Source: an optimization exercise on an open RTL-to-GDS flow (aim: small area, a short achievable clock period and few clock cycles per item). Production flows keep margins and buffers that such runs may drop.
The RTL was checked by simulation tests, not by an equivalence proof against the original design.

--- flow/config.mk ---
export PLATFORM = sky130hd
export DESIGN_NAME = nearest_palette_color_unit
export DESIGN_NICKNAME = nearest_palette_color_unit
export VERILOG_FILES = /design/flow/design.v
export SDC_FILE = /design/flow/constraint.sdc
export NUM_CORES = 4
export LEC_CHECK = 0
export ABC_AREA = 1
export CAP_MARGIN = 20
export CORE_MARGIN = 2
export CORE_UTILIZATION = 40
export SLEW_MARGIN = 20
--- flow/constraint.sdc ---
create_clock -name core_clock -period 5.5 [get_ports {clk_i}]
set_input_delay 1.1000 -clock core_clock [delete_from_list [all_inputs] [get_ports {clk_i}]]
set_output_delay 1.1000 -clock core_clock [all_outputs]
set_load 0.01 [all_outputs]
--- flow/design.v ---
package npc_pkg;
  localparam int unsigned NumColors = 22;
endpackage
module nearest_palette_color_unit #(
  parameter int unsigned PALETTE_SIZE = 22
) (
  input  logic        clk_i,
  input  logic        rst_ni,
  input  logic        cfg_we_i,
  input  logic [21:0] cfg_wdata_i,
  input  logic        pixel_valid_i,
  output logic        pixel_ready_o,
  input  logic [31:0] pixel_word_i,
  output logic        result_valid_o,
  input  logic        result_ready_i,
  output logic [4:0]  color_index_o,
  output logic        none_enabled_o
);
  function automatic logic [1:0] cmp_join(input logic [1:0] hi, input logic [1:0] lo);
    cmp_join = {hi[1] | (hi[0] & lo[1]), hi[1] | (hi[0] & lo[0])};
  endfunction
  function automatic logic ge_key(input logic [11:0] x, input logic [11:0] y);
    logic [23:0] p;
    logic [23:0] q;
    q = '0;
    for (int k = 0; k < 12; k++) p[2*k +: 2] = {x[k] & ~y[k], x[k] | ~y[k]};
    q[0 +: 2] = cmp_join(p[2 +: 2], p[0 +: 2]);
    q[2 +: 2] = cmp_join(p[6 +: 2], p[4 +: 2]);
    q[4 +: 2] = cmp_join(p[10 +: 2], p[8 +: 2]);
    q[6 +: 2] = cmp_join(p[14 +: 2], p[12 +: 2]);
    q[8 +: 2] = cmp_join(p[18 +: 2], p[16 +: 2]);
    q[10 +: 2] = cmp_join(p[22 +: 2], p[20 +: 2]);
    p[0 +: 2] = cmp_join(q[2 +: 2], q[0 +: 2]);
    p[2 +: 2] = cmp_join(q[6 +: 2], q[4 +: 2]);
    p[4 +: 2] = cmp_join(q[10 +: 2], q[8 +: 2]);
    q[0 +: 2] = cmp_join(p[2 +: 2], p[0 +: 2]);
    q[2 +: 2] = p[4 +: 2];
    p[0 +: 2] = cmp_join(q[2 +: 2], q[0 +: 2]);
    ge_key = p[0];
  endfunction
  logic [21:0] enable_mask_q;
  always_ff @(posedge clk_i or negedge rst_ni) begin
    if (!rst_ni) enable_mask_q <= 22'h3fffff;
    else if (cfg_we_i) enable_mask_q <= cfg_wdata_i;
  end
  logic ready_q;
  logic take_px;
  assign pixel_ready_o = ready_q;
  assign take_px = pixel_valid_i & ready_q;
  logic [23:0] px_q;
  logic [21:0] en_q;
  logic        vin_q;
  logic [30:0] lt_q;
  always_ff @(posedge clk_i) begin
    lt_q[0] <= pixel_word_i[7:0] < 8'd187;
    lt_q[1] <= pixel_word_i[7:0] < 8'd102;
    lt_q[2] <= pixel_word_i[15:8] < 8'd102;
    lt_q[3] <= pixel_word_i[23:16] < 8'd102;
    lt_q[4] <= pixel_word_i[23:16] < 8'd128;
    lt_q[5] <= pixel_word_i[15:8] < 8'd128;
    lt_q[6] <= pixel_word_i[7:0] < 8'd191;
    lt_q[7] <= pixel_word_i[7:0] < 8'd146;
    lt_q[8] <= pixel_word_i[15:8] < 8'd211;
    lt_q[9] <= pixel_word_i[23:16] < 8'd202;
    lt_q[10] <= pixel_word_i[7:0] < 8'd34;
    lt_q[11] <= pixel_word_i[15:8] < 8'd139;
    lt_q[12] <= pixel_word_i[23:16] < 8'd34;
    lt_q[13] <= pixel_word_i[7:0] < 8'd64;
    lt_q[14] <= pixel_word_i[15:8] < 8'd224;
    lt_q[15] <= pixel_word_i[23:16] < 8'd208;
    lt_q[16] <= pixel_word_i[7:0] < 8'd128;
    lt_q[17] <= pixel_word_i[7:0] < 8'd186;
    lt_q[18] <= pixel_word_i[15:8] < 8'd184;
    lt_q[19] <= pixel_word_i[23:16] < 8'd108;
    lt_q[20] <= pixel_word_i[7:0] < 8'd135;
    lt_q[21] <= pixel_word_i[15:8] < 8'd206;
    lt_q[22] <= pixel_word_i[23:16] < 8'd235;
    lt_q[23] <= pixel_word_i[7:0] < 8'd143;
    lt_q[24] <= pixel_word_i[15:8] < 8'd21;
    lt_q[25] <= pixel_word_i[7:0] < 8'd144;
    lt_q[26] <= pixel_word_i[15:8] < 8'd238;
    lt_q[27] <= pixel_word_i[23:16] < 8'd144;
    lt_q[28] <= pixel_word_i[7:0] < 8'd165;
    lt_q[29] <= pixel_word_i[15:8] < 8'd42;
    lt_q[30] <= pixel_word_i[23:16] < 8'd42;
  end
  always_ff @(posedge clk_i) begin
    px_q <= pixel_word_i[23:0];
    en_q <= enable_mask_q;
  end
  always_ff @(posedge clk_i or negedge rst_ni) begin
    if (!rst_ni) vin_q <= 1'b0;
    else vin_q <= take_px;
  end
  logic [7:0] px_r, px_g, px_b;
  assign px_r = px_q[7:0];
  assign px_g = px_q[15:8];
  assign px_b = px_q[23:16];
  logic [7:0] mn_r_187;
  assign mn_r_187 = lt_q[0] ? px_r[7:0] : 8'd187;
  logic [6:0] mn_r_102;
  assign mn_r_102 = lt_q[1] ? px_r[6:0] : 7'd102;
  logic [6:0] mn_g_102;
  assign mn_g_102 = lt_q[2] ? px_g[6:0] : 7'd102;
  logic [6:0] mn_b_102;
  assign mn_b_102 = lt_q[3] ? px_b[6:0] : 7'd102;
  logic [7:0] mn_b_128;
  assign mn_b_128 = lt_q[4] ? px_b[7:0] : 8'd128;
  logic [7:0] mn_g_128;
  assign mn_g_128 = lt_q[5] ? px_g[7:0] : 8'd128;
  logic [7:0] mn_r_191;
  assign mn_r_191 = lt_q[6] ? px_r[7:0] : 8'd191;
  logic [7:0] mn_r_146;
  assign mn_r_146 = lt_q[7] ? px_r[7:0] : 8'd146;
  logic [7:0] mn_g_211;
  assign mn_g_211 = lt_q[8] ? px_g[7:0] : 8'd211;
  logic [7:0] mn_b_202;
  assign mn_b_202 = lt_q[9] ? px_b[7:0] : 8'd202;
  logic [5:0] mn_r_34;
  assign mn_r_34 = lt_q[10] ? px_r[5:0] : 6'd34;
  logic [7:0] mn_g_139;
  assign mn_g_139 = lt_q[11] ? px_g[7:0] : 8'd139;
  logic [5:0] mn_b_34;
  assign mn_b_34 = lt_q[12] ? px_b[5:0] : 6'd34;
  logic [6:0] mn_r_64;
  assign mn_r_64 = lt_q[13] ? px_r[6:0] : 7'd64;
  logic [7:0] mn_g_224;
  assign mn_g_224 = lt_q[14] ? px_g[7:0] : 8'd224;
  logic [7:0] mn_b_208;
  assign mn_b_208 = lt_q[15] ? px_b[7:0] : 8'd208;
  logic [7:0] mn_r_128;
  assign mn_r_128 = lt_q[16] ? px_r[7:0] : 8'd128;
  logic [7:0] mn_r_186;
  assign mn_r_186 = lt_q[17] ? px_r[7:0] : 8'd186;
  logic [7:0] mn_g_184;
  assign mn_g_184 = lt_q[18] ? px_g[7:0] : 8'd184;
  logic [6:0] mn_b_108;
  assign mn_b_108 = lt_q[19] ? px_b[6:0] : 7'd108;
  logic [7:0] mn_r_135;
  assign mn_r_135 = lt_q[20] ? px_r[7:0] : 8'd135;
  logic [7:0] mn_g_206;
  assign mn_g_206 = lt_q[21] ? px_g[7:0] : 8'd206;
  logic [7:0] mn_b_235;
  assign mn_b_235 = lt_q[22] ? px_b[7:0] : 8'd235;
  logic [7:0] mn_r_143;
  assign mn_r_143 = lt_q[23] ? px_r[7:0] : 8'd143;
  logic [4:0] mn_g_21;
  assign mn_g_21 = lt_q[24] ? px_g[4:0] : 5'd21;
  logic [7:0] mn_r_144;
  assign mn_r_144 = lt_q[25] ? px_r[7:0] : 8'd144;
  logic [7:0] mn_g_238;
  assign mn_g_238 = lt_q[26] ? px_g[7:0] : 8'd238;
  logic [7:0] mn_b_144;
  assign mn_b_144 = lt_q[27] ? px_b[7:0] : 8'd144;
  logic [7:0] mn_r_165;
  assign mn_r_165 = lt_q[28] ? px_r[7:0] : 8'd165;
  logic [5:0] mn_g_42;
  assign mn_g_42 = lt_q[29] ? px_g[5:0] : 6'd42;
  logic [5:0] mn_b_42;
  assign mn_b_42 = lt_q[30] ? px_b[5:0] : 6'd42;
  logic [11:0] k0;
  assign k0 = {en_q[0], 10'd383, 1'b1};
  logic [11:0] k1;
  assign k1 = {en_q[1], 10'(px_r) + 10'(px_g) + 10'(px_b) + 10'd1, 1'b0};
  logic [11:0] k2;
  assign k2 = {en_q[2], 10'(px_r) + 10'd256, 1'b0};
  logic [11:0] k3;
  assign k3 = {en_q[3], 10'(px_g) + 10'd256, 1'b0};
  logic [11:0] k4;
  assign k4 = {en_q[4], 10'(px_b) + 10'd256, 1'b0};
  logic [11:0] k5;
  assign k5 = {en_q[5], 10'(mn_r_187) + 10'd290, 1'b0};
  logic [11:0] k6;
  assign k6 = {en_q[6], 10'(mn_r_102) + 10'(mn_g_102) + 10'(mn_b_102) + 10'd230, 1'b1};
  logic [11:0] k7;
  assign k7 = {en_q[7], 10'(mn_b_128) + 10'd319, 1'b1};
  logic [11:0] k8;
  assign k8 = {en_q[8], 10'(mn_g_128) + 10'(mn_b_128) + 10'd255, 1'b1};
  logic [11:0] k9;
  assign k9 = {en_q[9], 10'(mn_r_191) + 10'(px_g) + 10'd160, 1'b1};
  logic [11:0] k10;
  assign k10 = {en_q[10], 10'(px_g) + 10'(px_b) + 10'd128, 1'b1};
  logic [11:0] k11;
  assign k11 = {en_q[11], 10'(mn_r_146) + 10'(mn_g_211) + 10'(mn_b_202) + 10'd104, 1'b0};
  logic [11:0] k12;
  assign k12 = {en_q[12], 10'(mn_r_34) + 10'(mn_g_139) + 10'(mn_b_34) + 10'd280, 1'b0};
  logic [11:0] k13;
  assign k13 = {en_q[13], 10'(mn_r_64) + 10'(mn_g_224) + 10'(mn_b_208) + 10'd135, 1'b1};
  logic [11:0] k14;
  assign k14 = {en_q[14], 10'(mn_r_128) + 10'd319, 1'b1};
  logic [11:0] k15;
  assign k15 = {en_q[15], 10'(mn_r_128) + 10'(mn_b_128) + 10'd255, 1'b1};
  logic [11:0] k16;
  assign k16 = {en_q[16], 10'(mn_r_186) + 10'(mn_g_184) + 10'(mn_b_108) + 10'd144, 1'b1};
  logic [11:0] k17;
  assign k17 = {en_q[17], 10'(mn_r_135) + 10'(mn_g_206) + 10'(mn_b_235) + 10'd95, 1'b1};
  logic [11:0] k18;
  assign k18 = {en_q[18], 10'(mn_r_143) + 10'(mn_g_21) + 10'd301, 1'b1};
  logic [11:0] k19;
  assign k19 = {en_q[19], 10'(mn_r_144) + 10'(mn_g_238) + 10'(mn_b_144) + 10'd120, 1'b1};
  logic [11:0] k20;
  assign k20 = {en_q[20], 10'(mn_r_165) + 10'(mn_g_42) + 10'(mn_b_42) + 10'd259, 1'b0};
  logic [11:0] k21;
  assign k21 = {en_q[21], 10'(px_r) + 10'(px_g) + 10'd128, 1'b1};
  logic [11:0] r0_0_key;
  logic [11:0] r0_1_key;
  logic [11:0] r0_2_key;
  logic [11:0] r0_3_key;
  logic [11:0] r0_4_key;
  logic [11:0] r0_5_key;
  logic [11:0] r0_6_key;
  logic [11:0] r0_7_key;
  logic [11:0] r0_8_key;
  logic [11:0] r0_9_key;
  logic [11:0] r0_10_key;
  logic [11:0] r0_11_key;
  logic [11:0] r0_12_key;
  logic [11:0] r0_13_key;
  logic [11:0] r0_14_key;
  logic [11:0] r0_15_key;
  logic [11:0] r0_16_key;
  logic [11:0] r0_17_key;
  logic [11:0] r0_18_key;
  logic [11:0] r0_19_key;
  logic [11:0] r0_20_key;
  logic [11:0] r0_21_key;
  logic vs0_q;
  always_ff @(posedge clk_i) begin
    r0_0_key <= k0;
    r0_1_key <= k1;
    r0_2_key <= k2;
    r0_3_key <= k3;
    r0_4_key <= k4;
    r0_5_key <= k5;
    r0_6_key <= k6;
    r0_7_key <= k7;
    r0_8_key <= k8;
    r0_9_key <= k9;
    r0_10_key <= k10;
    r0_11_key <= k11;
    r0_12_key <= k12;
    r0_13_key <= k13;
    r0_14_key <= k14;
    r0_15_key <= k15;
    r0_16_key <= k16;
    r0_17_key <= k17;
    r0_18_key <= k18;
    r0_19_key <= k19;
    r0_20_key <= k20;
    r0_21_key <= k21;
  end
  always_ff @(posedge clk_i or negedge rst_ni) begin
    if (!rst_ni) vs0_q <= 1'b0;
    else vs0_q <= vin_q;
  end
  logic [11:0] t1_0_key;
  logic [0:0] t1_0_idx;
  logic t1_0_ge01;
  assign t1_0_ge01 = ge_key(r0_0_key, r0_1_key);
  logic t1_0_w0;
  assign t1_0_w0 = t1_0_ge01;
  logic t1_0_w1;
  assign t1_0_w1 = !t1_0_ge01;
  assign t1_0_key = t1_0_w0 ? r0_0_key : r0_1_key;
  assign t1_0_idx = 1'(t1_0_w0 ? 1'd0 : 1'd1);
  logic [11:0] t1_1_key;
  logic [0:0] t1_1_idx;
  logic t1_1_ge01;
  assign t1_1_ge01 = ge_key(r0_2_key, r0_3_key);
  logic t1_1_w0;
  assign t1_1_w0 = t1_1_ge01;
  logic t1_1_w1;
  assign t1_1_w1 = !t1_1_ge01;
  assign t1_1_key = t1_1_w0 ? r0_2_key : r0_3_key;
  assign t1_1_idx = 1'(t1_1_w0 ? 1'd0 : 1'd1);
  logic [11:0] t1_2_key;
  logic [0:0] t1_2_idx;
  logic t1_2_ge01;
  assign t1_2_ge01 = ge_key(r0_4_key, r0_5_key);
  logic t1_2_w0;
  assign t1_2_w0 = t1_2_ge01;
  logic t1_2_w1;
  assign t1_2_w1 = !t1_2_ge01;
  assign t1_2_key = t1_2_w0 ? r0_4_key : r0_5_key;
  assign t1_2_idx = 1'(t1_2_w0 ? 1'd0 : 1'd1);
  logic [11:0] t1_3_key;
  logic [0:0] t1_3_idx;
  logic t1_3_ge01;
  assign t1_3_ge01 = ge_key(r0_6_key, r0_7_key);
  logic t1_3_w0;
  assign t1_3_w0 = t1_3_ge01;
  logic t1_3_w1;
  assign t1_3_w1 = !t1_3_ge01;
  assign t1_3_key = t1_3_w0 ? r0_6_key : r0_7_key;
  assign t1_3_idx = 1'(t1_3_w0 ? 1'd0 : 1'd1);
  logic [11:0] t1_4_key;
  logic [0:0] t1_4_idx;
  logic t1_4_ge01;
  assign t1_4_ge01 = ge_key(r0_8_key, r0_9_key);
  logic t1_4_w0;
  assign t1_4_w0 = t1_4_ge01;
  logic t1_4_w1;
  assign t1_4_w1 = !t1_4_ge01;
  assign t1_4_key = t1_4_w0 ? r0_8_key : r0_9_key;
  assign t1_4_idx = 1'(t1_4_w0 ? 1'd0 : 1'd1);
  logic [11:0] t1_5_key;
  logic [0:0] t1_5_idx;
  logic t1_5_ge01;
  assign t1_5_ge01 = ge_key(r0_10_key, r0_11_key);
  logic t1_5_w0;
  assign t1_5_w0 = t1_5_ge01;
  logic t1_5_w1;
  assign t1_5_w1 = !t1_5_ge01;
  assign t1_5_key = t1_5_w0 ? r0_10_key : r0_11_key;
  assign t1_5_idx = 1'(t1_5_w0 ? 1'd0 : 1'd1);
  logic [11:0] t1_6_key;
  logic [0:0] t1_6_idx;
  logic t1_6_ge01;
  assign t1_6_ge01 = ge_key(r0_12_key, r0_13_key);
  logic t1_6_w0;
  assign t1_6_w0 = t1_6_ge01;
  logic t1_6_w1;
  assign t1_6_w1 = !t1_6_ge01;
  assign t1_6_key = t1_6_w0 ? r0_12_key : r0_13_key;
  assign t1_6_idx = 1'(t1_6_w0 ? 1'd0 : 1'd1);
  logic [11:0] t1_7_key;
  logic [0:0] t1_7_idx;
  logic t1_7_ge01;
  assign t1_7_ge01 = ge_key(r0_14_key, r0_15_key);
  logic t1_7_w0;
  assign t1_7_w0 = t1_7_ge01;
  logic t1_7_w1;
  assign t1_7_w1 = !t1_7_ge01;
  assign t1_7_key = t1_7_w0 ? r0_14_key : r0_15_key;
  assign t1_7_idx = 1'(t1_7_w0 ? 1'd0 : 1'd1);
  logic [11:0] t1_8_key;
  logic [0:0] t1_8_idx;
  logic t1_8_ge01;
  assign t1_8_ge01 = ge_key(r0_16_key, r0_17_key);
  logic t1_8_w0;
  assign t1_8_w0 = t1_8_ge01;
  logic t1_8_w1;
  assign t1_8_w1 = !t1_8_ge01;
  assign t1_8_key = t1_8_w0 ? r0_16_key : r0_17_key;
  assign t1_8_idx = 1'(t1_8_w0 ? 1'd0 : 1'd1);
  logic [11:0] t1_9_key;
  logic [0:0] t1_9_idx;
  logic t1_9_ge01;
  assign t1_9_ge01 = ge_key(r0_18_key, r0_19_key);
  logic t1_9_w0;
  assign t1_9_w0 = t1_9_ge01;
  logic t1_9_w1;
  assign t1_9_w1 = !t1_9_ge01;
  assign t1_9_key = t1_9_w0 ? r0_18_key : r0_19_key;
  assign t1_9_idx = 1'(t1_9_w0 ? 1'd0 : 1'd1);
  logic [11:0] t1_10_key;
  logic [0:0] t1_10_idx;
  logic t1_10_ge01;
  assign t1_10_ge01 = ge_key(r0_20_key, r0_21_key);
  logic t1_10_w0;
  assign t1_10_w0 = t1_10_ge01;
  logic t1_10_w1;
  assign t1_10_w1 = !t1_10_ge01;
  assign t1_10_key = t1_10_w0 ? r0_20_key : r0_21_key;
  assign t1_10_idx = 1'(t1_10_w0 ? 1'd0 : 1'd1);
  logic [11:0] t2_0_key;
  logic [1:0] t2_0_idx;
  logic t2_0_ge01;
  assign t2_0_ge01 = ge_key(t1_0_key, t1_1_key);
  logic t2_0_w0;
  assign t2_0_w0 = t2_0_ge01;
  logic t2_0_w1;
  assign t2_0_w1 = !t2_0_ge01;
  assign t2_0_key = t2_0_w0 ? t1_0_key : t1_1_key;
  assign t2_0_idx = 2'(t2_0_w0 ? {1'd0, t1_0_idx} : {1'd1, t1_1_idx});
  logic [11:0] t2_1_key;
  logic [1:0] t2_1_idx;
  logic t2_1_ge01;
  assign t2_1_ge01 = ge_key(t1_2_key, t1_3_key);
  logic t2_1_w0;
  assign t2_1_w0 = t2_1_ge01;
  logic t2_1_w1;
  assign t2_1_w1 = !t2_1_ge01;
  assign t2_1_key = t2_1_w0 ? t1_2_key : t1_3_key;
  assign t2_1_idx = 2'(t2_1_w0 ? {1'd0, t1_2_idx} : {1'd1, t1_3_idx});
  logic [11:0] t2_2_key;
  logic [1:0] t2_2_idx;
  logic t2_2_ge01;
  assign t2_2_ge01 = ge_key(t1_4_key, t1_5_key);
  logic t2_2_w0;
  assign t2_2_w0 = t2_2_ge01;
  logic t2_2_w1;
  assign t2_2_w1 = !t2_2_ge01;
  assign t2_2_key = t2_2_w0 ? t1_4_key : t1_5_key;
  assign t2_2_idx = 2'(t2_2_w0 ? {1'd0, t1_4_idx} : {1'd1, t1_5_idx});
  logic [11:0] t2_3_key;
  logic [1:0] t2_3_idx;
  logic t2_3_ge01;
  assign t2_3_ge01 = ge_key(t1_6_key, t1_7_key);
  logic t2_3_w0;
  assign t2_3_w0 = t2_3_ge01;
  logic t2_3_w1;
  assign t2_3_w1 = !t2_3_ge01;
  assign t2_3_key = t2_3_w0 ? t1_6_key : t1_7_key;
  assign t2_3_idx = 2'(t2_3_w0 ? {1'd0, t1_6_idx} : {1'd1, t1_7_idx});
  logic [11:0] t2_4_key;
  logic [1:0] t2_4_idx;
  logic t2_4_ge01;
  assign t2_4_ge01 = ge_key(t1_8_key, t1_9_key);
  logic t2_4_w0;
  assign t2_4_w0 = t2_4_ge01;
  logic t2_4_w1;
  assign t2_4_w1 = !t2_4_ge01;
  assign t2_4_key = t2_4_w0 ? t1_8_key : t1_9_key;
  assign t2_4_idx = 2'(t2_4_w0 ? {1'd0, t1_8_idx} : {1'd1, t1_9_idx});
  logic [11:0] t2_5_key;
  logic [1:0] t2_5_idx;
  assign t2_5_key = t1_10_key;
  assign t2_5_idx = 2'(t1_10_idx);
  logic [11:0] t3_0_key;
  logic [2:0] t3_0_idx;
  logic t3_0_ge01;
  assign t3_0_ge01 = ge_key(t2_0_key, t2_1_key);
  logic t3_0_w0;
  assign t3_0_w0 = t3_0_ge01;
  logic t3_0_w1;
  assign t3_0_w1 = !t3_0_ge01;
  assign t3_0_key = t3_0_w0 ? t2_0_key : t2_1_key;
  assign t3_0_idx = 3'(t3_0_w0 ? {1'd0, t2_0_idx} : {1'd1, t2_1_idx});
  logic [11:0] t3_1_key;
  logic [2:0] t3_1_idx;
  logic t3_1_ge01;
  assign t3_1_ge01 = ge_key(t2_2_key, t2_3_key);
  logic t3_1_w0;
  assign t3_1_w0 = t3_1_ge01;
  logic t3_1_w1;
  assign t3_1_w1 = !t3_1_ge01;
  assign t3_1_key = t3_1_w0 ? t2_2_key : t2_3_key;
  assign t3_1_idx = 3'(t3_1_w0 ? {1'd0, t2_2_idx} : {1'd1, t2_3_idx});
  logic [11:0] t3_2_key;
  logic [2:0] t3_2_idx;
  logic t3_2_ge01;
  assign t3_2_ge01 = ge_key(t2_4_key, t2_5_key);
  logic t3_2_w0;
  assign t3_2_w0 = t3_2_ge01;
  logic t3_2_w1;
  assign t3_2_w1 = !t3_2_ge01;
  assign t3_2_key = t3_2_w0 ? t2_4_key : t2_5_key;
  assign t3_2_idx = 3'(t3_2_w0 ? {1'd0, t2_4_idx} : {1'd1, t2_5_idx});
  logic [11:0] r3_0_key;
  logic [2:0] r3_0_idx;
  logic [11:0] r3_1_key;
  logic [2:0] r3_1_idx;
  logic [11:0] r3_2_key;
  logic [2:0] r3_2_idx;
  logic vs3_q;
  always_ff @(posedge clk_i) begin
    r3_0_key <= t3_0_key;
    r3_0_idx <= t3_0_idx;
    r3_1_key <= t3_1_key;
    r3_1_idx <= t3_1_idx;
    r3_2_key <= t3_2_key;
    r3_2_idx <= t3_2_idx;
  end
  always_ff @(posedge clk_i or negedge rst_ni) begin
    if (!rst_ni) vs3_q <= 1'b0;
    else vs3_q <= vs0_q;
  end
  logic [11:0] t4_0_key;
  logic [3:0] t4_0_idx;
  logic t4_0_ge01;
  assign t4_0_ge01 = ge_key(r3_0_key, r3_1_key);
  logic t4_0_w0;
  assign t4_0_w0 = t4_0_ge01;
  logic t4_0_w1;
  assign t4_0_w1 = !t4_0_ge01;
  assign t4_0_key = t4_0_w0 ? r3_0_key : r3_1_key;
  assign t4_0_idx = 4'(t4_0_w0 ? {1'd0, r3_0_idx} : {1'd1, r3_1_idx});
  logic [11:0] t4_1_key;
  logic [3:0] t4_1_idx;
  assign t4_1_key = r3_2_key;
  assign t4_1_idx = 4'(r3_2_idx);
  logic [11:0] t5_0_key;
  logic [4:0] t5_0_idx;
  logic t5_0_ge01;
  assign t5_0_ge01 = ge_key(t4_0_key, t4_1_key);
  logic t5_0_w0;
  assign t5_0_w0 = t5_0_ge01;
  logic t5_0_w1;
  assign t5_0_w1 = !t5_0_ge01;
  assign t5_0_key = t5_0_w0 ? t4_0_key : t4_1_key;
  assign t5_0_idx = 5'(t5_0_w0 ? {1'd0, t4_0_idx} : {1'd1, t4_1_idx});
  logic [5:0] res;
  logic      res_v;
  assign res = {!t5_0_key[11], t5_0_key[11] ? 5'(t5_0_idx) : 5'd0};
  assign res_v = vs3_q;
  logic [4:0] q_v;
  logic [5:0] q0_q;
  logic [5:0] q1_q;
  logic [5:0] q2_q;
  logic [5:0] q3_q;
  logic [5:0] q4_q;
  logic take_res;
  assign take_res = q_v[0] & result_ready_i;
  assign result_valid_o = q_v[0];
  assign color_index_o = q0_q[4:0];
  assign none_enabled_o = q0_q[5];
  logic [4:0] sh_v;
  logic [4:0] nx_v;
  assign sh_v = take_res ? (q_v >> 1) : q_v;
  assign nx_v = sh_v | (res_v ? ((sh_v + 1'b1) & ~sh_v) : '0);
  always_ff @(posedge clk_i) begin
    q0_q <= sh_v[0] ? (take_res ? q1_q : q0_q) : res;
    q1_q <= sh_v[1] ? (take_res ? q2_q : q1_q) : res;
    q2_q <= sh_v[2] ? (take_res ? q3_q : q2_q) : res;
    q3_q <= sh_v[3] ? (take_res ? q4_q : q3_q) : res;
    q4_q <= sh_v[4] ? q4_q : res;
  end
  always_ff @(posedge clk_i or negedge rst_ni) begin
    if (!rst_ni) q_v <= '0;
    else q_v <= nx_v;
  end
  logic [2:0] occ_q;
  logic [2:0] occ_nx;
  assign occ_nx = occ_q + 3'(take_px) - 3'(take_res);
  always_ff @(posedge clk_i or negedge rst_ni) begin
    if (!rst_ni) begin
      occ_q   <= '0;
      ready_q <= 1'b0;
    end else begin
      occ_q   <= occ_nx;
      ready_q <= occ_nx < 3'd5;
    end
  end
endmodule
--- flow/run.sh ---
#!/bin/bash
# synth_recipe.tcl (not shown) runs the flow's synth.tcl, then flattens the netlist and writes it again
# the make line also repeats each setting of config.mk as NAME=value (left out here)
make -C /OpenROAD-flow-scripts/flow DESIGN_CONFIG=/design/flow/config.mk WORK_HOME=/design/flow/orfs CLKGATE_MAP_FILE= SYNTH_SCRIPT=/design/flow/synth_recipe.tcl finish
==> results by group, run 1 <==
Status
  • Result of the run: finished clean

Cells and area
  • Nets@finish: about 4000
  • Number of antenna diodes: 0
  • Combined flip-flop and latch cell area: around 8700 um^2
  • Multi-input combinational cell area: ~15000 um^2
  • Share of post-route cells with drive strength above 1: 0.0624
  • Number of fill cells: around 6600
  • Area Growth Syn to Fin: 11.4%
  • End-of-flow core utilization: 0.451

Clocking
  • Number of buffers added to fix hold violations after cts: 0
  • Clock-pin transition on the worst setup and hold timing paths: about 60 ps
  • Clock buffer count from CTS: 47
  • # clock sinks: just over 400
  • Worst-case clock buffer depth: 3
  • Post-CTS setup buffer count: 0
  • Clk Latency, worst-skew pair: 600 ps
  • TritonCTS clock tree: yes
  • Buffer cell driving the clock tree root: sky130_fd_sc_hd__clkbuf_16
  • H-tree Lvls: 2
  • Post-cts sizing count: 0

Critical path
  • Crit. End Element: register
  • Required time of the worst setup path: between 5000 and 6000 ps
  • Critical path arrival: around 4700 ps
  • Worst setup path category: register to register
  • Type of element launching the critical path: register
  • Largest fanout on the critical path: 20

Die
  • Die Span X: 260 um
  • DIE AREA: just under 70000 um^2
  • Overall die height: 260 um
  • Number of top-level design ports: 67
  • Effective utilization at floorplan: 0.405
  • Area of the core: ~65000 um^2
  • Row cnt: 93

Route
  • Residual DRC count: 0
  • Final wirelength: roughly 70000 um
  • Detail Route Antenna Nets: 0
  • First-pass iteration count of the detailed router: 5
  • Via count normalized by instance count: ~4.8
  • Per-cell routed wire length: 15.2 um
  • Drt first-iter violations: 1224
  • Vias: approximately 22000

Synthesis
  • Leading cell type by number of instances after synthesis: sky130_fd_sc_hd__nand2_1
  • Synth Cell Area: 26100 um^2
  • Cell types with the highest counts after synthesis: 1119 x sky130_fd_sc_hd__nand2_1, 635 x sky130_fd_sc_hd__inv_1, 348 x sky130_fd_sc_hd__dfxtp_1, 238 x sky130_fd_sc_hd__nand3_1, 236 x sky130_fd_sc_hd__nor2_1
  • FFs w/ async S/R, synth: 0.0825
  • Library cell occupying the most area in the post-synthesis netlist: sky130_fd_sc_hd__dfxtp_1
  • Cell count after synthesis: 3639
  • Synth Register Bits: ~410
  • Leading register cell type out of synthesis: sky130_fd_sc_hd__dfxtp_1
  • Net count after synthesis: between 3000 and 4000
  • Syn. warnings: 1
  • Largest cells by area after synthesis: sky130_fd_sc_hd__dfxtp_1 27%, sky130_fd_sc_hd__nand2_1 16%, sky130_fd_sc_hd__ha_1 10%
  • Fraction of post-synthesis cell area in the top cell type by area: 0.267
  • Post-synthesis sequential area ratio: 0.335
  • Syn avg cell area: around 7.2 um^2
  • Unique cell type count in the Yosys netlist: 54
  • Number of flops mapped to enable cells by yosys: 30

GRT
  • Pin count of the biggest net entering global routing: 35
  • Antenna violations before repair: 0
  • Vias in the first global route: between 20000 and 25000
  • Grt ovf: 0
  • Global Route Usage Sum: 0.210
  • Global-route wire length before repair: ~110000 um

STA
  • Final slew viol count: 0
  • Hold slack final: approximately 320 ps
  • Ratio of final minimum period to clock period: 0.767
  • Worst-Margin Slew: 998 ps
  • Setup ws final: 1280 ps
  • Setup skew after layout: 25.9 ps
  • Relative slew slack: 0.333
  • TNS Setup: 0 ps
  • Max Fclk: between 200 and 250 MHz
  • Endpoints failing hold: 0
  • RSZ-0062 raised after global routing: false
  • Count of final setup violators: 0
  • Time the worst path needs with I/O delays and setup: between 4000 and 5000 ps

Placement
  • Detailed placer's ending HPWL: about 54000 um
  • Final weighted congestion in routability-driven placement: 0.905
  • Placement-stage worst setup slack: roughly 1300 ps
  • Port-buffer cells: 58

Flow run
  • Max Cap Violations: 0

Worst hold path
  • Worst min-delay path category: register to register
==> critical path, cell delays in order, from the launching register on <==
cell	delay (ps)
sky130_fd_sc_hd__dfxtp_1	320
sky130_fd_sc_hd__inv_1	70
sky130_fd_sc_hd__nand2_1	70
sky130_fd_sc_hd__nand3_1	70
sky130_fd_sc_hd__nand2_1	50
sky130_fd_sc_hd__a21oi_1	130
sky130_fd_sc_hd__nand2_1	70
sky130_fd_sc_hd__nand2_1	310
sky130_fd_sc_hd__nand2_1	460
sky130_fd_sc_hd__nand2_1	200
sky130_fd_sc_hd__o21ai_0	140
sky130_fd_sc_hd__nand2_1	110
sky130_fd_sc_hd__nand2_1	90
sky130_fd_sc_hd__a31oi_4	320
sky130_fd_sc_hd__nand2_4	180
sky130_fd_sc_hd__o21ai_0	420
sky130_fd_sc_hd__nand2_1	130
sky130_fd_sc_hd__nand2_1	100
sky130_fd_sc_hd__nand2_2	80
sky130_fd_sc_hd__a21oi_4	410
sky130_fd_sc_hd__nand2_4	210
sky130_fd_sc_hd__nand2_1	110
sky130_fd_sc_hd__nand2_1	50
==> per-stage QoR <==
step | cells | instance area [um^2]
final | 4590 | 29100
after detailed placement | 4506 | 27500
after floorplan | 3639 | 26100
after CTS | 4590 | 29100
after global routing | 4590 | 29100
after global placement | 4506 | 27500
==> path summary, 6_finish.rpt <==
| kind | from | end | slack [ps] | cells after the start |
|---|---|---|---|---|
| max in group asynchronous | rst_ni | occ_q[1]$_DFF_PN0_ | 4480 | 2 |
| worst min-delay path | en_q[17]$_DFF_P_ | r0_17_key[11]$_DFF_P_ | 320 | 0 |
| min in group asynchronous | rst_ni | q_v[0]$_DFF_PN0_ | 620 | 2 |
| worst max register to register | r0_6_key[5]$_DFF_P_ | r3_0_key[8]$_DFF_P_ | 1280 | 22 |
| worst min register to register | en_q[17]$_DFF_P_ | r0_17_key[11]$_DFF_P_ | 320 | 0 |
| worst max-delay path | r0_6_key[5]$_DFF_P_ | r3_0_key[8]$_DFF_P_ | 1280 | 22 |
==> flip-flops by register name, indices dropped and copies added (netlist names), 12 cells and up <==
register / count
r3_0_key: 12
lt_q: 31
r3_2_key: 12
en_q: 22
r3_1_key: 12
enable_mask_q: 22
px_q: 24
==> kinds of logic (layout without fill, tap and decap cells) <==
kind of cell | Yosys count | after routing | synth area share
compound gates | 401 | 401 | 0.0885
xor+xnor | 96 | 96 | 0.0322
fa+ha+maj | 282 | 282 | 0.155
buf+inv | 723 | 819 | 0.110
flops | 412 | 412 | 0.335
mux | 25 | 25 | 0.0108
simple gates | 1700 | 1700 | 0.269
==> area by class of cell <==
| class | instances | share of cell area |
|---|---|---|
| clock inverters | 19 | 0.00787 |
| repair buffers | 80 | 0.0253 |
| well taps | 855 | 0.0368 |
| flip-flops and latches | 412 | 0.300 |
| inverters | 655 | 0.0845 |
| clock buffers | 65 | 0.0463 |
| multi-input cells | 2504 | 0.499 |
==> routing by layer <==
metal	share of wire	GRT usage
met1	0.47	0.284
met2	0.45	0.346
met3	0.046	0.0225
met4	0.035	0.0797
met5	0	0
==> cell usage in the layout (no fill, tap or decap), drive strengths merged, types with 24 or more instances in the layout <==
master            n
dfxtp           348
ha              211
a21oi           156
fa               70
clkbuf           65
buf              24
inv             647
o21ai           177
edfxtp           30
mux2             25
nand2          1156
xor2             76
clkdlybuf4s50    56
nor2            237
nand3           238
Testbench counts, summed over its fixed seeds: cycles 16,032, items 16,000.
==> run 2: changes to the inputs <==
--- a/flow/config.mk
+++ b/flow/config.mk
@@ -9,4 +9,5 @@
 export CAP_MARGIN = 20
 export CORE_MARGIN = 2
 export CORE_UTILIZATION = 40
+export SETUP_SLACK_MARGIN = 1.5
 export SLEW_MARGIN = 20
==> results by group, run 2 <==
Status
  • Result of the run: finished clean (unchanged)

Flow run
  • Max Cap Violations: 0 (unchanged)

Route
  • Max layer used: met4 (unchanged)
  • Final wirelength: 69900 um (was 69700 um)
  • Per-cell routed wire length: 15.2 um (about the same)
  • Drt first-iter violations: 1243 (was 1224)
  • Routed length on met1: 33000 um (was 32900 um)
  • Vias: 21986 (was 21830)
  • First-pass iteration count of the detailed router: 5 (unchanged)
  • Sum of met3 wire segment lengths after detailed routing: 3130 um (was 3220 um)
  • Residual DRC count: 0 (unchanged)
  • Detail Route Antenna Nets: 0 (unchanged)
  • Via count normalized by instance count: 4.78 (was 4.76)
  • Met2 wire len: 31400 um (was 31200 um)

Cells and area
  • Top flop regs: lt_q: 31 flops, px_q: 24 flops (unchanged)
  • Highest-count cells in the layout ignoring fill and taps: 1113 x sky130_fd_sc_hd__nand2_1, 635 x sky130_fd_sc_hd__inv_1, 348 x sky130_fd_sc_hd__dfxtp_1 (was 1119 x sky130_fd_sc_hd__nand2_1, 635 x sky130_fd_sc_hd__inv_1, 348 x sky130_fd_sc_hd__dfxtp_1)
  • Most common cell after layout, fill and taps aside: sky130_fd_sc_hd__nand2_1 (unchanged)
  • Area Growth Syn to Fin: 12.3% (was 11.4%)
  • Number of antenna diodes: 0 (unchanged)
  • Post-Layout Cell Count: 4604 (was 4590)
  • Flip-flop count of the largest register after layout: 31 (unchanged)
  • Number of fill cells: 6589 (was 6598)
  • Register containing the most flip-flops in the final layout: lt_q (unchanged)
  • Share of post-route cells with drive strength above 1: 0.0691 (was 0.0624)
  • Multi-input combinational cell area: 14700 um^2 (was 14500 um^2)
  • Nets@finish: 4054 (was 4040)
  • Combined flip-flop and latch cell area: 8750 um^2 (unchanged)

Critical path
  • Reg2reg start: r0_11_key[7]$_DFF_P_ (was r0_6_key[5]$_DFF_P_)
  • Type of element launching the critical path: register (unchanged)
  • Required time of the worst setup path: 5960 ps (was 5980 ps)
  • Worst setup path category: register to register (unchanged)
  • Crit. End Element: register (unchanged)
  • Largest fanout on the critical path: 17 (was 20)
  • Critical path arrival: 4110 ps (was 4700 ps)
  • R2R Path End: r3_1_key[2]$_DFF_P_ (was r3_0_key[8]$_DFF_P_)
  • Number of cells on the worst reg-to-reg path: 25 (was 22)
  • R2R setup slack: 1860 ps (was 1280 ps)

Synthesis
  • Portion of netlist area occupied by mux cells: 0.0108 (unchanged)
  • Library cell occupying the most area in the post-synthesis netlist: sky130_fd_sc_hd__dfxtp_1 (unchanged)
  • Cell types with the highest counts after synthesis: 1119 x sky130_fd_sc_hd__nand2_1, 635 x sky130_fd_sc_hd__inv_1, 348 x sky130_fd_sc_hd__dfxtp_1, 238 x sky130_fd_sc_hd__nand3_1, 236 x sky130_fd_sc_hd__nor2_1 (unchanged)
  • Number of flops mapped to enable cells by yosys: 30 (unchanged)
  • Syn avg cell area: 7.18 um^2 (unchanged)
  • Post-synthesis sequential area ratio: 0.335 (unchanged)
  • Share of the synthesized area in compound gates (AO/OA/AOI/OAI): 0.0885 (unchanged)
  • Leading register cell type out of synthesis: sky130_fd_sc_hd__dfxtp_1 (unchanged)
  • Dominant combinational cell family by area after synthesis: simple AND/OR/NAND/NOR gates (unchanged)
  • Post-synthesis adder-cell area fraction: 0.155 (unchanged)
  • Fraction of post-synthesis cell area in the top cell type by area: 0.267 (unchanged)
  • Largest cells by area after synthesis: sky130_fd_sc_hd__dfxtp_1 27%, sky130_fd_sc_hd__nand2_1 16%, sky130_fd_sc_hd__ha_1 10% (unchanged)
  • Syn. warnings: 1 (unchanged)
  • Cell count after synthesis: 3639 (unchanged)
  • FFs w/ async S/R, synth: 0.0825 (unchanged)
  • Leading cell type by number of instances after synthesis: sky130_fd_sc_hd__nand2_1 (unchanged)
  • Simple-Gate Fraction of Synth Area: 0.269 (unchanged)
  • Unique cell type count in the Yosys netlist: 54 (unchanged)
  • Net count after synthesis: 3979 (unchanged)
  • Synth Cell Area: 26100 um^2 (unchanged)
  • Synth Register Bits: 412 (unchanged)
  • Post-Synth XOR/XNOR Area: 0.0322 (unchanged)

Worst hold path
  • Critical hold path startpoint: en_q[17]$_DFF_P_ (unchanged)
  • Worst min-delay path endpoint: r0_17_key[11]$_DFF_P_ (unchanged)
  • Worst min-delay path category: register to register (unchanged)
  • Worst Hold Depth: 0 (unchanged)

Die
  • Die Span X: 260 um (unchanged)
  • Row cnt: 93 (unchanged)
  • Effective utilization at floorplan: 0.405 (unchanged)
  • Overall die height: 260 um (unchanged)
  • Number of top-level design ports: 67 (unchanged)
  • DIE AREA: 67400 um^2 (unchanged)
  • Area of the core: 64600 um^2 (unchanged)

STA
  • Setup skew after layout: 25.1 ps (was 25.9 ps)
  • RSZ-0062 raised after global routing: false (unchanged)
  • Time the worst path needs with I/O delays and setup: 3640 ps (was 4220 ps)
  • Max Fclk: 274 MHz (was 237 MHz)
  • Count of final setup violators: 0 (unchanged)
  • Final slew viol count: 0 (unchanged)
  • TNS Setup: 0 ps (unchanged)
  • Worst-Margin Slew: 1030 ps (was 998 ps)
  • Endpoints failing hold: 0 (unchanged)
  • Relative slew slack: 0.312 (was 0.333)
  • Ratio of final minimum period to clock period: 0.662 (was 0.767)

GRT
  • Global Route Usage Sum: 0.210 (about the same)
  • Antenna violations before repair: 0 (unchanged)
  • Global-route wire length before repair: 111000 um (about the same)
  • Vias in the first global route: 20690 (was 20668)
  • Pin count of the biggest net entering global routing: 35 (unchanged)
  • Grt ovf: 0 (unchanged)

Clocking
  • Clk Latency, worst-skew pair: 600 ps (about the same)
  • # clock sinks: 412 (unchanged)
  • Buffer cell driving the clock tree root: sky130_fd_sc_hd__clkbuf_16 (unchanged)
  • TritonCTS clock tree: yes (unchanged)
  • Clock-pin transition on the worst setup and hold timing paths: 60 ps (about the same)
  • Clock buffer count from CTS: 47 (unchanged)
  • H-tree Lvls: 2 (unchanged)
  • Number of buffers added to fix hold violations after cts: 0 (unchanged)
  • Worst-case clock buffer depth: 3 (unchanged)

Placement
  • Port-buffer cells: 58 (unchanged)
  • Final weighted congestion in routability-driven placement: 0.905 (unchanged)
  • Placed insts: 4506 (unchanged)
  • Detailed placer's ending HPWL: 54300 um (unchanged)
[run 2: final cells by class]
type / instances / area share
Multi-Input combinational cell: 2505 / 0.500
Sequential cell: 412 / 0.298
Inverter: 655 / 0.0839
Clock buffer: 65 / 0.0460
Tap cell: 855 / 0.0365
Timing Repair Buffer: 93 / 0.0284
Clock inverter: 19 / 0.00780
[run 2: per-stage QoR]
step	instance area [um^2]	hold WS [ps]	utilization	worst slack [ps]
3_5_place_dp	27500	313	0.426	1310
3_3_place_gp	27500	310	0.426	1360
2_1_floorplan	26100	310	-	2460
4_1_cts	29100	326	0.451	1500
6_report	29300	322	0.454	1860
5_1_grt	29300	332	0.454	1510
[run 2: how the worst max path moves through the flow]
stage	from	end	slack [ps]
finish	r0_11_key[7]$_DFF_P_	r3_1_key[2]$_DFF_P_	1860
CTS	r0_13_key[7]$_DFF_P_	r3_1_key[2]$_DFF_P_	1500
global placement	r0_6_key[5]$_DFF_P_	r3_0_idx[1]$_DFF_P_	1360
detailed placement	r0_7_key[4]$_DFF_P_	r3_0_idx[1]$_DFF_P_	1310
floorplan	px_q[9]$_DFF_P_	r0_13_key[10]$_DFF_P_	2460
global route	r0_14_key[5]$_DFF_P_	r3_1_key[2]$_DFF_P_	1510
[run 2: metal layers]
metal,vias up,track usage
met5,-,0
met4,0,0.0789
met3,112,0.0237
li1,11480,-
met1,9947,0.283
met2,447,0.347
[run 2: critical path: stages, from the launching register on]
cell and delay (ps):
sky130_fd_sc_hd__dfxtp_1 380, sky130_fd_sc_hd__nand2_1 90, sky130_fd_sc_hd__nand2_1 60, sky130_fd_sc_hd__nand2_1 70, sky130_fd_sc_hd__a21oi_1 150, sky130_fd_sc_hd__nand2_1 100, sky130_fd_sc_hd__nand2_4 110, sky130_fd_sc_hd__nand2_4 160
sky130_fd_sc_hd__o21ai_1 400, sky130_fd_sc_hd__nor2_1 120, sky130_fd_sc_hd__o21ai_2 210, sky130_fd_sc_hd__nand2_1 80, sky130_fd_sc_hd__clkinv_1 80, sky130_fd_sc_hd__nand2_4 80, sky130_fd_sc_hd__nand2_4 200, sky130_fd_sc_hd__nand2_1 90
sky130_fd_sc_hd__nand2_1 180, sky130_fd_sc_hd__nand2_1 70, sky130_fd_sc_hd__nand2_1 70, sky130_fd_sc_hd__nand2_1 60, sky130_fd_sc_hd__a21oi_1 150, sky130_fd_sc_hd__nand2_1 100, sky130_fd_sc_hd__nand2_4 160, sky130_fd_sc_hd__nand2_4 150
sky130_fd_sc_hd__nand2_1 90, sky130_fd_sc_hd__nand2_1 70
[run 2: timing repair]
item	4_1_cts	5_1_grt
buffers inserted	0	13
endpoints found under the hold margin	0	0
cloned	0	1
endpoints found under the setup margin	40	70
pin swaps	0	5
gates resized for setup	7	34
[run 2: kinds of logic after synthesis]
kind of cell,Yosys count
XOR/XNOR,96
flip-flops,412
AO/OA/AOI/OAI,401
AND/OR/NAND/NOR,1700
buffers and inverters,723
adder cells (fa/ha/maj),282
multiplexers,25
==> run 3: changes to the inputs <==
--- a/flow/config.mk
+++ b/flow/config.mk
@@ -9,5 +9,5 @@
 export CAP_MARGIN = 20
 export CORE_MARGIN = 2
 export CORE_UTILIZATION = 40
-export SETUP_SLACK_MARGIN = 1.5
+export SETUP_SLACK_MARGIN = 2.5
 export SLEW_MARGIN = 20
==> results by group, run 3 <==
Status
  • Result of the run: finished clean (unchanged)

STA
  • Max Fclk: 305 MHz (was 274 MHz)
  • Relative slew slack: 0.401 (was 0.312)
  • Hold slack final: 320 ps (was 322 ps)
  • TNS Setup: 0 ps (unchanged)
  • Setup skew after layout: 24.0 ps (was 25.1 ps)
  • Time the worst path needs with I/O delays and setup: 3280 ps (was 3640 ps)
  • Count of final setup violators: 0 (unchanged)
  • Final slew viol count: 0 (unchanged)
  • Ratio of final minimum period to clock period: 0.596 (was 0.662)
  • Worst-Margin Slew: 897 ps (was 1030 ps)
  • Endpoints failing hold: 0 (unchanged)
  • RSZ-0062 raised after global routing: true (was false)

Die
  • Overall die height: 260 um (unchanged)
  • Die Span X: 260 um (unchanged)
  • Effective utilization at floorplan: 0.405 (unchanged)
  • DIE AREA: 67400 um^2 (unchanged)
  • Row cnt: 93 (unchanged)
  • Area of the core: 64600 um^2 (unchanged)
  • Number of top-level design ports: 67 (unchanged)

GRT
  • Global-route wire length before repair: 122000 um (was 111000 um)
  • Global Route Usage Sum: 0.230 (was 0.210)
  • Pin count of the biggest net entering global routing: 35 (unchanged)
  • Vias in the first global route: 23019 (was 20690)
  • Grt ovf: 0 (unchanged)
  • Antenna violations before repair: 2 (was 0)

Placement
  • Final weighted congestion in routability-driven placement: 0.917 (was 0.905)
  • Placed insts: 4506 (unchanged)
  • Port-buffer cells: 58 (unchanged)
  • Detailed placer's ending HPWL: 54200 um (was 54300 um)

Route
  • Final wirelength: 80200 um (was 69900 um)
  • Vias: 23986 (was 21986)
  • Detail Route Antenna Nets: 0 (unchanged)
  • First-pass iteration count of the detailed router: 6 (was 5)
  • Per-cell routed wire length: 16.4 um (was 15.2 um)
  • Drt first-iter violations: 1463 (was 1243)
  • Residual DRC count: 0 (unchanged)
  • Via count normalized by instance count: 4.91 (was 4.78)

Synthesis
  • Leading register cell type out of synthesis: sky130_fd_sc_hd__dfxtp_1 (unchanged)
  • Library cell occupying the most area in the post-synthesis netlist: sky130_fd_sc_hd__dfxtp_1 (unchanged)
  • Unique cell type count in the Yosys netlist: 54 (unchanged)
  • Syn avg cell area: 7.18 um^2 (unchanged)
  • Leading cell type by number of instances after synthesis: sky130_fd_sc_hd__nand2_1 (unchanged)
  • Synth Cell Area: 26100 um^2 (unchanged)
  • Post-synthesis sequential area ratio: 0.335 (unchanged)
  • Net count after synthesis: 3979 (unchanged)
  • Fraction of post-synthesis cell area in the top cell type by area: 0.267 (unchanged)
  • Largest cells by area after synthesis: sky130_fd_sc_hd__dfxtp_1 27%, sky130_fd_sc_hd__nand2_1 16%, sky130_fd_sc_hd__ha_1 10% (unchanged)
  • Cell count after synthesis: 3639 (unchanged)
  • Synth Register Bits: 412 (unchanged)
  • Syn. warnings: 1 (unchanged)
  • FFs w/ async S/R, synth: 0.0825 (unchanged)
  • Cell types with the highest counts after synthesis: 1119 x sky130_fd_sc_hd__nand2_1, 635 x sky130_fd_sc_hd__inv_1, 348 x sky130_fd_sc_hd__dfxtp_1, 238 x sky130_fd_sc_hd__nand3_1, 236 x sky130_fd_sc_hd__nor2_1 (unchanged)
  • Number of flops mapped to enable cells by yosys: 30 (unchanged)

Critical path
  • Setup crit start: r0_11_key[7]$_DFF_P_ (unchanged)
  • Critical path arrival: 3810 ps (was 4110 ps)
  • Most used cell along the critical path: sky130_fd_sc_hd__nand2_1 (unchanged)
  • Delay of the slowest cell on the worst path: 350 ps (was 400 ps)
  • Required time of the worst setup path: 6030 ps (was 5960 ps)
  • Reg2reg start: r0_11_key[7]$_DFF_P_ (unchanged)
  • Type of element launching the critical path: register (unchanged)
  • Cell type of the slowest stage on the worst timing path: sky130_fd_sc_hd__dfxtp_2 (was sky130_fd_sc_hd__o21ai_1)
  • Worst setup path category: register to register (unchanged)
  • Largest fanout on the critical path: 8 (was 17)
  • Crit. End Element: register (unchanged)

Clocking
  • Buffer cell driving the clock tree root: sky130_fd_sc_hd__clkbuf_16 (unchanged)
  • Worst-case clock buffer depth: 3 (unchanged)
  • TritonCTS clock tree: yes (unchanged)
  • Clock-pin transition on the worst setup and hold timing paths: 60 ps (about the same)
  • # clock sinks: 412 (unchanged)
  • H-tree Lvls: 2 (unchanged)
  • Clock buffer count from CTS: 48 (was 47)
  • Number of buffers added to fix hold violations after cts: 0 (unchanged)
  • Clk Latency, worst-skew pair: 610 ps (was 600 ps)

Cells and area
  • Register containing the most flip-flops in the final layout: lt_q (unchanged)
  • Number of antenna diodes: 0 (unchanged)
  • Top flop regs: lt_q: 31 flops, px_q: 24 flops (unchanged)
  • Nets@finish: 4328 (was 4054)
  • Flip-flop count of the largest register after layout: 31 (unchanged)
  • Post-Layout Cell Count: 4883 (was 4604)
  • Highest-count cells in the layout ignoring fill and taps: 858 x sky130_fd_sc_hd__nand2_1, 572 x sky130_fd_sc_hd__inv_1, 231 x sky130_fd_sc_hd__nand2_2 (was 1113 x sky130_fd_sc_hd__nand2_1, 635 x sky130_fd_sc_hd__inv_1, 348 x sky130_fd_sc_hd__dfxtp_1)
  • Area Growth Syn to Fin: 35.1% (was 12.3%)
  • Most common cell after layout, fill and taps aside: sky130_fd_sc_hd__nand2_1 (unchanged)
  • End-of-flow core utilization: 0.547 (was 0.454)
  • Share of post-route cells with drive strength above 1: 0.305 (was 0.0691)

Worst hold path
  • Worst min-delay path category: register to register (unchanged)
  • Critical hold path startpoint: en_q[18]$_DFF_P_ (was en_q[17]$_DFF_P_)

Flow run
  • Max Cap Violations: 0 (unchanged)
run 3: through the flow:
step           setup slack (ps)  instance area [um^2]
6_report                   2220                 35300
2_1_floorplan              2540                 26100
3_5_place_dp               1310                 27500
4_1_cts                    2360                 32700
5_1_grt                    1990                 35300
3_3_place_gp               1300                 27500
run 3: final timing paths:
path | cells past startpoint | end | slack [ps]
worst max-delay path | 28 | r3_1_key[5]$_DFF_P_ | 2220
worst min-delay path | 0 | r0_18_key[11]$_DFF_P_ | 320
worst max register to register | 28 | r3_1_key[5]$_DFF_P_ | 2220
worst min register to register | 0 | r0_18_key[11]$_DFF_P_ | 320
max in group asynchronous | 2 | ready_q$_DFF_PN0_ | 4470
min in group asynchronous | 2 | q_v[3]$_DFF_PN0_ | 620
run 3: layout make-up:
class	instances	area (um^2)
multi-input cells	2532	17700
clock inverters	28	403
well taps	855	1070
flip-flops and latches	412	8960
fillers	5861	29300
clock buffers	62	1400
inverters	655	2520
repair buffers	339	3230
run 3: timing repair:
item / CTS / global route
endpoints found under the setup margin: 130 / 101
gates resized for setup: 520 / 566
gates cloned: 26 / 6
pin swaps: 142 / 269
setup buffers: 170 / 85
run 3: worst max-delay path: cells and delay by family (launching register included):
family,cells,cell delay [ps]
buf+inv,12,1170
flops,1,350
simple gates,15,1500
compound gates,1,160
run 3: layer usage:
layer / track usage / up-vias / part of all wire / routed length (um)
met3: 0.0309 / 177 / 0.055 / 4420
met2: 0.390 / 574 / 0.47 / 37700
met1: 0.298 / 11142 / 0.43 / 34800
li1: - / 12093 / - / -
met4: 0.0843 / 0 / 0.041 / 3260
met5: 0 / - / 0 / 0
run 3: cells by family (layout without fill, tap and decap cells):
kind of cell	count (synthesis)	in the layout	share of synthesized area
and+or+nand+nor	1700	1728	0.269
buffers and inverters	723	1084	0.110
AOI/OAI and AO/OA	401	401	0.0885
DFF	412	412	0.335
xor gates and xnor gates	96	96	0.0322
adders and majority gates	282	282	0.155
muxes	25	25	0.0108
==> run 4: changes to the inputs <==
--- a/flow/config.mk
+++ b/flow/config.mk
@@ -9,5 +9,5 @@
 export CAP_MARGIN = 20
 export CORE_MARGIN = 2
 export CORE_UTILIZATION = 40
-export SETUP_SLACK_MARGIN = 2.5
+export SETUP_SLACK_MARGIN = 2.0
 export SLEW_MARGIN = 20
==> results by group, run 4 <==
Status
  • Result of the run: finished clean (unchanged)

STA
  • Setup skew after layout: 24.0 ps (about the same)
  • TNS Setup: 0 ps (unchanged)
  • Final slew viol count: 0 (unchanged)
  • Time the worst path needs with I/O delays and setup: 3340 ps (was 3280 ps)
  • Worst-Margin Slew: 819 ps (was 897 ps)
  • Setup ws final: 2160 ps (was 2220 ps)
  • Endpoints failing hold: 0 (unchanged)
  • RSZ-0062 raised after global routing: true (unchanged)
  • Relative slew slack: 0.453 (was 0.401)
  • Ratio of final minimum period to clock period: 0.608 (was 0.596)
  • Max Fclk: 299 MHz (was 305 MHz)
  • Count of final setup violators: 0 (unchanged)

Cells and area
  • Number of antenna diodes: 0 (unchanged)
  • Top flop regs: lt_q: 31 flops, px_q: 24 flops (unchanged)
  • Area of all placed cells without fillers: 30700 um^2 (was 35300 um^2)
  • Most common cell after layout, fill and taps aside: sky130_fd_sc_hd__nand2_1 (unchanged)
  • Flip-flop count of the largest register after layout: 31 (unchanged)
  • Register containing the most flip-flops in the final layout: lt_q (unchanged)
  • Nets@finish: 4122 (was 4328)
  • Number of fill cells: 6434 (was 5861)
  • Highest-count cells in the layout ignoring fill and taps: 1080 x sky130_fd_sc_hd__nand2_1, 628 x sky130_fd_sc_hd__inv_1, 321 x sky130_fd_sc_hd__dfxtp_1 (was 858 x sky130_fd_sc_hd__nand2_1, 572 x sky130_fd_sc_hd__inv_1, 231 x sky130_fd_sc_hd__nand2_2)
  • Area Growth Syn to Fin: 17.6% (was 35.1%)
  • End-of-flow core utilization: 0.476 (was 0.547)
  • Share of post-route cells with drive strength above 1: 0.115 (was 0.305)

Synthesis
  • Unique cell type count in the Yosys netlist: 54 (unchanged)
  • Library cell occupying the most area in the post-synthesis netlist: sky130_fd_sc_hd__dfxtp_1 (unchanged)
  • Post-synthesis sequential area ratio: 0.335 (unchanged)
  • FFs w/ async S/R, synth: 0.0825 (unchanged)
  • Synth Register Bits: 412 (unchanged)
  • Cell count after synthesis: 3639 (unchanged)
  • Syn. warnings: 1 (unchanged)
  • Largest cells by area after synthesis: sky130_fd_sc_hd__dfxtp_1 27%, sky130_fd_sc_hd__nand2_1 16%, sky130_fd_sc_hd__ha_1 10% (unchanged)
  • Leading cell type by number of instances after synthesis: sky130_fd_sc_hd__nand2_1 (unchanged)
  • Fraction of post-synthesis cell area in the top cell type by area: 0.267 (unchanged)
  • Leading register cell type out of synthesis: sky130_fd_sc_hd__dfxtp_1 (unchanged)
  • Number of flops mapped to enable cells by yosys: 30 (unchanged)
  • Net count after synthesis: 3979 (unchanged)
  • Synth Cell Area: 26100 um^2 (unchanged)
  • Syn avg cell area: 7.18 um^2 (unchanged)
  • Cell types with the highest counts after synthesis: 1119 x sky130_fd_sc_hd__nand2_1, 635 x sky130_fd_sc_hd__inv_1, 348 x sky130_fd_sc_hd__dfxtp_1, 238 x sky130_fd_sc_hd__nand3_1, 236 x sky130_fd_sc_hd__nor2_1 (unchanged)

Critical path
  • Reg2reg start: r0_10_key[7]$_DFF_P_ (was r0_11_key[7]$_DFF_P_)
  • Type of element launching the critical path: register (unchanged)
  • Critical path arrival: 3800 ps (was 3810 ps)
  • Crit. End Element: register (unchanged)
  • Required time of the worst setup path: 5960 ps (was 6030 ps)
  • Largest fanout on the critical path: 8 (unchanged)
  • Number of cells on the worst reg-to-reg path: 27 (was 28)
  • R2R Path End: r3_1_key[2]$_DFF_P_ (was r3_1_key[5]$_DFF_P_)
  • Worst setup path category: register to register (unchanged)
  • R2R setup slack: 2160 ps (was 2220 ps)

Route
  • Per-cell routed wire length: 15.4 um (was 16.4 um)
  • Residual DRC count: 0 (unchanged)
  • Via count normalized by instance count: 4.80 (was 4.91)
  • Vias: 22426 (was 23986)
  • Detail Route Antenna Nets: 0 (unchanged)
  • Drt first-iter violations: 1403 (was 1463)
  • Final wirelength: 72000 um (was 80200 um)
  • First-pass iteration count of the detailed router: 5 (was 6)

Clocking
  • Clock buffer count from CTS: 47 (was 48)
  • # clock sinks: 412 (unchanged)
  • H-tree Lvls: 2 (unchanged)
  • Clock-pin transition on the worst setup and hold timing paths: 60 ps (about the same)
  • Number of buffers added to fix hold violations after cts: 0 (unchanged)
  • TritonCTS clock tree: yes (unchanged)
  • Clk Latency, worst-skew pair: 600 ps (was 610 ps)
  • Worst-case clock buffer depth: 3 (unchanged)
  • Buffer cell driving the clock tree root: sky130_fd_sc_hd__clkbuf_16 (unchanged)

Placement
  • Post-detailed-placement cell area: 27500 um^2 (unchanged)
  • Port-buffer cells: 58 (unchanged)
  • Final weighted congestion in routability-driven placement: 0.905 (was 0.917)
  • Placement-stage worst setup slack: 1310 ps (about the same)
  • Detailed placer's ending HPWL: 54300 um (was 54200 um)

Die
  • Row cnt: 93 (unchanged)
  • DIE AREA: 67400 um^2 (unchanged)
  • Area of the core: 64600 um^2 (unchanged)
  • Overall die height: 260 um (unchanged)
  • Effective utilization at floorplan: 0.405 (unchanged)
  • Die Span X: 260 um (unchanged)
  • Number of top-level design ports: 67 (unchanged)

GRT
  • Antenna violations before repair: 0 (was 2)
  • Global Route Usage Sum: 0.212 (was 0.230)
  • Vias in the first global route: 20817 (was 23019)
  • Global-route wire length before repair: 111000 um (was 122000 um)
  • Grt ovf: 0 (unchanged)
  • Pin count of the biggest net entering global routing: 35 (unchanged)

Worst hold path
  • Worst min-delay path category: register to register (unchanged)
  • Critical hold path startpoint: en_q[17]$_DFF_P_ (was en_q[18]$_DFF_P_)
  • Worst Hold Depth: 0 (unchanged)
  • Worst min-delay path endpoint: r0_17_key[11]$_DFF_P_ (was r0_18_key[11]$_DFF_P_)

Flow run
  • Max Cap Violations: 0 (unchanged)
## run 4: cell types whose count changed in the layout (fill, tap and decap cells not counted), moves of 56 or more
| cell | before | now |
|---|---|---|
| sky130_fd_sc_hd__nand2_2 | 231 | 45 |
| sky130_fd_sc_hd__nand2_1 | 858 | 1080 |
| sky130_fd_sc_hd__inv_1 | 572 | 628 |
| sky130_fd_sc_hd__dfxtp_2 | 95 | 26 |
| sky130_fd_sc_hd__dfxtp_1 | 227 | 321 |
| sky130_fd_sc_hd__nand3_1 | 162 | 233 |
| sky130_fd_sc_hd__nand3_2 | 65 | 5 |
| sky130_fd_sc_hd__buf_4 | 198 | 66 |
## run 4: what timing repair did
item / in CTS / in global routing
cloned: 3 / 18
buffers inserted: 11 / 50
gates resized for setup: 58 / 165
pin swaps: 9 / 43
setup endpoints to repair: 79 / 86
## run 4: layer usage
layer / part of all wire / vias to the layer above / GRT usage
li1: - / 11650 / -
met1: 0.47 / 10241 / 0.285
met2: 0.46 / 426 / 0.350
met3: 0.042 / 109 / 0.0238
met4: 0.031 / 0 / 0.0754
met5: 0 / - / 0
## run 4: cell type report
type	instances	area [um^2]	share of cell area
Inverter	655	2470	0.0804
Sequential cell	412	8780	0.286
Clock inverter	19	229	0.00745
Timing Repair Buffer	142	1380	0.0449
Multi-Input combinational cell	2524	15400	0.503
Tap cell	855	1070	0.0348
Clock buffer	65	1350	0.0439
## run 4: kinds of logic after synthesis
group	synth area share
DFF	0.335
and+or+nand+nor	0.269
xor gates and xnor gates	0.0322
AOI/OAI and AO/OA	0.0885
muxes	0.0108
adders and majority gates	0.155
buffers and inverters	0.110
## run 4: critical path, cell delays in order, from the launching register on
cell,delay [ps]
sky130_fd_sc_hd__dfxtp_2,340
sky130_fd_sc_hd__inv_1,50
sky130_fd_sc_hd__nand2_1,50
sky130_fd_sc_hd__nand2_1,60
sky130_fd_sc_hd__nand2_1,80
sky130_fd_sc_hd__nand2_1,70
sky130_fd_sc_hd__clkinv_1,50
sky130_fd_sc_hd__nand2_1,60
sky130_fd_sc_hd__nand2_1,80
sky130_fd_sc_hd__nand2_4,180
sky130_fd_sc_hd__nand2_8,120
sky130_fd_sc_hd__o21ai_4,200
sky130_fd_sc_hd__inv_2,70
sky130_fd_sc_hd__nor2_4,120
sky130_fd_sc_hd__o21ai_2,80
sky130_fd_sc_hd__a21oi_4,190
sky130_fd_sc_hd__buf_12,150
sky130_fd_sc_hd__nand2_8,70
sky130_fd_sc_hd__buf_4,150
sky130_fd_sc_hd__nand2_2,70
sky130_fd_sc_hd__o21ai_4,90
sky130_fd_sc_hd__o21ai_1,140
sky130_fd_sc_hd__nand2_1,120
sky130_fd_sc_hd__a21oi_4,250
sky130_fd_sc_hd__buf_12,150
sky130_fd_sc_hd__nand2_8,70
sky130_fd_sc_hd__nand2_1,70
sky130_fd_sc_hd__nand2_1,70
## run 4: per-stage QoR
stage | hold slack (ps) | cells
after global placement | 310 | 4506
after CTS | 326 | 4604
after global routing | 332 | 4672
after floorplan | 310 | 3639
final | 322 | 4672
after detailed placement | 313 | 4506
## run 4: worst max path at each step
| stage | start | to | cells past startpoint |
|---|---|---|---|
| finish | r0_10_key[7]$_DFF_P_ | r3_1_key[2]$_DFF_P_ | 27 |
| global placement | r0_6_key[5]$_DFF_P_ | r3_0_idx[1]$_DFF_P_ | 24 |
| CTS | r0_10_key[7]$_DFF_P_ | r3_1_key[2]$_DFF_P_ | 26 |
| detailed placement | r0_7_key[4]$_DFF_P_ | r3_0_idx[1]$_DFF_P_ | 21 |
| global route | r0_4_key[11]$_DFF_P_ | r3_0_idx[1]$_DFF_P_ | 28 |
| floorplan | px_q[9]$_DFF_P_ | r0_13_key[10]$_DFF_P_ | 14 |

-- static timing again, ports no longer ideal --
The flow's constraints put no driver on any port. The routed layouts listed below were extracted and timed again, unchanged, in two steps. Step 1: set_driving_cell puts a clkbuf_16 on clk_i and a buf_2 on each other input, an assumption about the parent block. Step 2, shift: input delay + t, output delay - t, t = (earliest + latest rising clock arrival at the registers) / 2. This alone moves slack from input paths to output paths. a / b / c = no drivers / after step 1 / after step 2; a / b = the first two.
| run | shift t [ns] | slack for setup (ns) | worst slew at a driven data input, ns | cell pins on the clock port's net |
|---|---|---|---|---|
| run 1 | 0.645 | 1.282 / 1.282 / 1.282 | 0.05 | 1 |
| run 2 | 0.644 | 1.857 / 1.857 / 1.857 | 0.05 | 1 |
| run 3 | 0.658 | 2.221 / 2.221 / 2.221 | 0.06 | 1 |
| run 4 | 0.645 | 2.157 / 2.157 / 2.157 | 0.05 | 1 |
After both steps every run listed still meets setup and hold.
